From an optimization exercise on the open Yosys and OpenROAD flow, aimed at a short achievable clock period and few clock cycles; shortcuts taken in it are not production practice. In this exercise RTL edits were held to simulation tests only and were not proved equivalent to the original. Power and IR drop assume default switching activity.

==> flow/design.v (excerpt) <==
module dcache_ctrl #(
  parameter int unsigned INDEX_BITS = 6,
  parameter int unsigned DATA_W     = 32
) (
  input  logic              clk,
  input  logic              rst,
  input  logic [31:0]       core_addr,
  input  logic              core_re,
  input  logic              core_we,
  input  logic [DATA_W-1:0] core_wdata,
  output logic [DATA_W-1:0] core_rdata,
  output logic              DC_stall,
  output logic              mem_req,
  output logic              mem_we,
  output logic [31:0]       mem_addr,
  output logic [DATA_W-1:0] mem_wdata,
  input  logic [DATA_W-1:0] mem_rdata,
  input  logic              mem_ready
);
  localparam int unsigned LINES = 1 << INDEX_BITS;
  localparam int unsigned TAG_W = 30 - INDEX_BITS;
  logic [LINES-1:0]  valid;
  logic [LINES-1:0]  dirty;
  logic [TAG_W-1:0]  tag_mem  [LINES];
  logic [DATA_W-1:0] data_mem [LINES];
  logic [INDEX_BITS-1:0] idx;
  logic [TAG_W-1:0]      addr_tag;
  logic                  access;
  logic                  unused_addr_lsb;
  assign idx             = core_addr[INDEX_BITS+1:2];
  assign addr_tag        = core_addr[31:INDEX_BITS+2];
  assign access          = core_re | core_we;
  assign unused_addr_lsb = ^core_addr[1:0];
  logic [LINES-1:0] sel;      
  logic [LINES-1:0] tag_eq;   
  logic             hit;
  logic             line_dirty;
  logic [DATA_W-1:0] line_data;
  logic [TAG_W-1:0]  req_tag;
  logic [TAG_W-1:0]  req_tags [LINES];
  always_comb begin
    for (int i = 0; i < LINES; i++) begin
      sel[i]      = (idx == INDEX_BITS'(i));
      req_tags[i] = (valid[i] & dirty[i]) ? tag_mem[i] : addr_tag;
      tag_eq[i] = valid[i] & (tag_mem[i] == addr_tag);
    end
    hit        = tag_eq[idx];
    line_dirty = valid[idx] & dirty[idx];
    line_data  = data_mem[idx];
    req_tag    = req_tags[idx];
  end
  logic busy;       
  logic hit_done;   
  logic rd_req;     
  ...
Settings: LEC_CHECK=0, ABC_CLOCK_PERIOD_IN_PS=1500, CAP_MARGIN=30, CORE_MARGIN=2, CORE_UTILIZATION=30, SETUP_SLACK_MARGIN=5.0, SLEW_MARGIN=20, TNS_END_PERCENT=5, BUFFER_PORTS_ARGS=-buffer_cell sky130_fd_sc_hd__buf_8; clock period 8.0 ns.
standard.sh (not shown) runs the stock make flow with config.mk's settings and CLKGATE_MAP_FILE= SYNTH_SCRIPT=/design/flow/synth_recipe.tcl, a recipe that flattens the netlist after the stock synthesis.
==> flow/flow/run.sh <==
#!/bin/bash
# Standard ORFS layout with two changes: the port buffers are buf_8 instead of
# the buffer_ports default (a weak delay buffer on sky130hd), and timing repair
# may resize a cell to any footprint (sky130hd's config restricts it to the
# same footprint, which keeps weak cells on long wires).
set -euo pipefail
cfg="${FLOW_CONFIG:-config.mk}"
echo 'export BUFFER_PORTS_ARGS = -buffer_cell sky130_fd_sc_hd__buf_8' >> "$cfg"
bash standard.sh MATCH_CELL_FOOTPRINT=0 finish > standard.log 2>&1
The first run ran to the end with no violations.
Testbench counts at the start, summed over its fixed seeds: cycles 80,091.
Change:
- ABC_AREA: unset -> 1
- ABC_CLOCK_PERIOD_IN_PS: 1500 -> unset
- SLEW_MARGIN: 20 -> 30
Result: The changed run produced a clean layout; via count came out higher by a few percent; design area goes down slightly; worst hold slack degrades by 16 ps; count of clock-buffer cells in the layout increases by 8; maximum frequency rose by a few percent; cell count rose by a quarter to a third; global-route usage is lower by 7.9 points.

---

The RTL this note starts from:
==> flow/design.v <==
module dcache_ctrl #(
  parameter int unsigned INDEX_BITS = 6,
  parameter int unsigned DATA_W     = 32
) (
  input  logic              clk,
  input  logic              rst,
  input  logic [31:0]       core_addr,
  input  logic              core_re,
  input  logic              core_we,
  input  logic [DATA_W-1:0] core_wdata,
  output logic [DATA_W-1:0] core_rdata,
  output logic              DC_stall,
  output logic              mem_req,
  output logic              mem_we,
  output logic [31:0]       mem_addr,
  output logic [DATA_W-1:0] mem_wdata,
  input  logic [DATA_W-1:0] mem_rdata,
  input  logic              mem_ready
);
  localparam int unsigned LINES = 1 << INDEX_BITS;
  localparam int unsigned TAG_W = 30 - INDEX_BITS;
  logic [LINES-1:0]  valid;
  logic [LINES-1:0]  dirty;
  logic [TAG_W-1:0]  tag_mem  [LINES];
  logic [DATA_W-1:0] data_mem [LINES];
  logic [INDEX_BITS-1:0] idx;
  logic [TAG_W-1:0]      addr_tag;
  logic                  access;
  logic                  unused_addr_lsb;
  assign idx             = core_addr[INDEX_BITS+1:2];
  assign addr_tag        = core_addr[31:INDEX_BITS+2];
  assign access          = core_re | core_we;
  assign unused_addr_lsb = ^core_addr[1:0];
  logic [LINES-1:0] sel;      
  logic [LINES-1:0] tag_eq;   
  logic             hit;
  logic             line_dirty;
  logic [DATA_W-1:0] line_data;
  logic [TAG_W-1:0]  line_tag;
  always_comb begin
    for (int i = 0; i < LINES; i++) begin
      sel[i]      = (idx == INDEX_BITS'(i));
      tag_eq[i] = valid[i] & (tag_mem[i] == addr_tag);
    end
    hit        = tag_eq[idx];
    line_dirty = valid[idx] & dirty[idx];
    line_data  = data_mem[idx];
    line_tag   = tag_mem[idx];
  end
  logic busy;       
  logic hit_done;   
  logic rd_req;     
  logic fill;       
  logic wb_done;    
  logic lookup;     
  assign rd_req  = mem_req & ~mem_we;
  assign fill    = ~rst & rd_req & mem_ready;
  assign wb_done = ~rst & mem_req & mem_we & mem_ready;
  assign lookup  = ~rst & access & ~busy;
  logic rd_out, rd_wait;
  always_comb begin
    DC_stall   = ~hit_done & (rd_wait | ~mem_ready);
    core_rdata = rd_out ? mem_rdata : mem_wdata;
  end
  always_ff @(posedge clk) begin
    if (rst) begin
      rd_out  <= 1'b0;
      rd_wait <= 1'b1;
    end else if (lookup) begin
      rd_out  <= ~hit & ~line_dirty;
      rd_wait <= hit | line_dirty;
    end else if (hit_done | fill) begin
      rd_out  <= 1'b0;
      rd_wait <= 1'b1;
    end else if (wb_done) begin
      rd_out  <= 1'b1;
      rd_wait <= 1'b0;
    end
  end
  always_ff @(posedge clk) begin
    if (rst) begin
      busy     <= 1'b0;
      hit_done <= 1'b0;
      mem_req  <= 1'b0;
      mem_we   <= 1'b0;
    end else if (lookup) begin
      busy     <= 1'b1;
      hit_done <= hit;
      mem_req  <= ~hit;
      mem_we   <= ~hit & line_dirty;
    end else if (hit_done | fill) begin
      busy     <= 1'b0;
      hit_done <= 1'b0;
      mem_req  <= 1'b0;
      mem_we   <= 1'b0;
    end else if (wb_done) begin
      mem_we   <= 1'b0;
    end
  end
  logic [TAG_W-1:0]      tag_q, atag_q;
  logic [INDEX_BITS-1:0] idx_q;
  logic                  wb_tag;
  assign mem_addr = {(wb_tag ? tag_q : atag_q), idx_q, 2'b00};
  always_ff @(posedge clk) begin
    if (lookup) begin
      tag_q     <= line_tag;
      atag_q    <= addr_tag;
      idx_q     <= idx;
      mem_wdata <= line_data;
    end
  end
  always_ff @(posedge clk) begin
    if (rst)
      wb_tag <= 1'b0;
    else if (lookup)
      wb_tag <= line_dirty;
    else if (wb_done)
      wb_tag <= 1'b0;
  end
  logic             store_hit;
  logic [DATA_W-1:0] wr_data;
  assign store_hit = ~rst & hit_done & core_we;
  assign wr_data   = core_we ? core_wdata : mem_rdata;
  always_ff @(posedge clk) begin
    for (int i = 0; i < LINES; i++) begin
      if (sel[i] & (store_hit | fill)) begin
        data_mem[i] <= wr_data;
        tag_mem[i]  <= addr_tag;
      end
    end
  end
  always_ff @(posedge clk) begin
    if (rst) begin
      valid <= '0;
      dirty <= '0;
    end else begin
      for (int i = 0; i < LINES; i++) begin
        if (sel[i] & (store_hit | fill)) begin
          valid[i] <= 1'b1;
          dirty[i] <= core_we;
        end
      end
    end
  end
endmodule
export LEC_CHECK = 0
export ABC_CLOCK_PERIOD_IN_PS = 1500
export CAP_MARGIN = 30
export CORE_MARGIN = 2
export CORE_UTILIZATION = 30
export SETUP_SLACK_MARGIN = 5.0
export SLEW_MARGIN = 20
export TNS_END_PERCENT = 5
export BUFFER_PORTS_ARGS = -buffer_cell sky130_fd_sc_hd__buf_8
create_clock -name core_clock -period 8.0 [get_ports {clk}]
Scripts as last shown in full above: flow/flow/run.sh
The baseline produced a layout that fails on slew limit.
Testbench counts at the start, summed over its fixed seeds: cycles 80,091.
Change:
Settings changed: ABC_AREA set to 1, ABC_CLOCK_PERIOD_IN_PS 1500 to not set, SLEW_MARGIN 20 to 30.
Result: The changed run finished with timing, DRC and antenna clean. Total power goes down by a few percent. Wire length shrinks by a quarter to a third. Core utilization is lower by 1.1 points. Area after synthesis is higher by a few percent. Worst hold slack is worse by 0.021 ns. Final area came out higher by a few percent. Sequential power is about the same.

re-timing with driven ports:
No port has a modelled driver above. Below, the same layouts with a new extraction and two added sets of constraints. Step 1: set_driving_cell puts a clkbuf_16 on clk and a buf_2 on each other input, an assumption about the parent block. Step 2 also shifts input and output timing later by t, the mid clock arrival at the registers, as if the neighbouring blocks saw the same clock. Slacks: ideal ports / drivers / drivers and shift; pairs: ideal ports / drivers.
| run | shift t [ns] | setup WS [ns] | worst setup path at the end | slew at the worst register clock pin (ns) |
|---|---|---|---|---|
| the first run of note 1 | 1.205 | 3.672 / 3.499 / 2.293 | input to register | 0.08 / 0.08 |
| the second run of note 1 | 1.184 | 3.906 / 3.923 / 2.781 | input to register | 0.07 / 0.07 |
| the first run of note 2 | 1.204 | 3.637 / 3.445 / 2.241 | input to register | 0.07 / 0.07 |
| the second run of note 2 | 1.079 | 4.104 / 4.020 / 2.960 | input to register | 0.07 / 0.07 |
The setup slack of the first run of note 2, which loses most, moves by -0.192 ns with the drivers and by -1.396 ns with both steps.
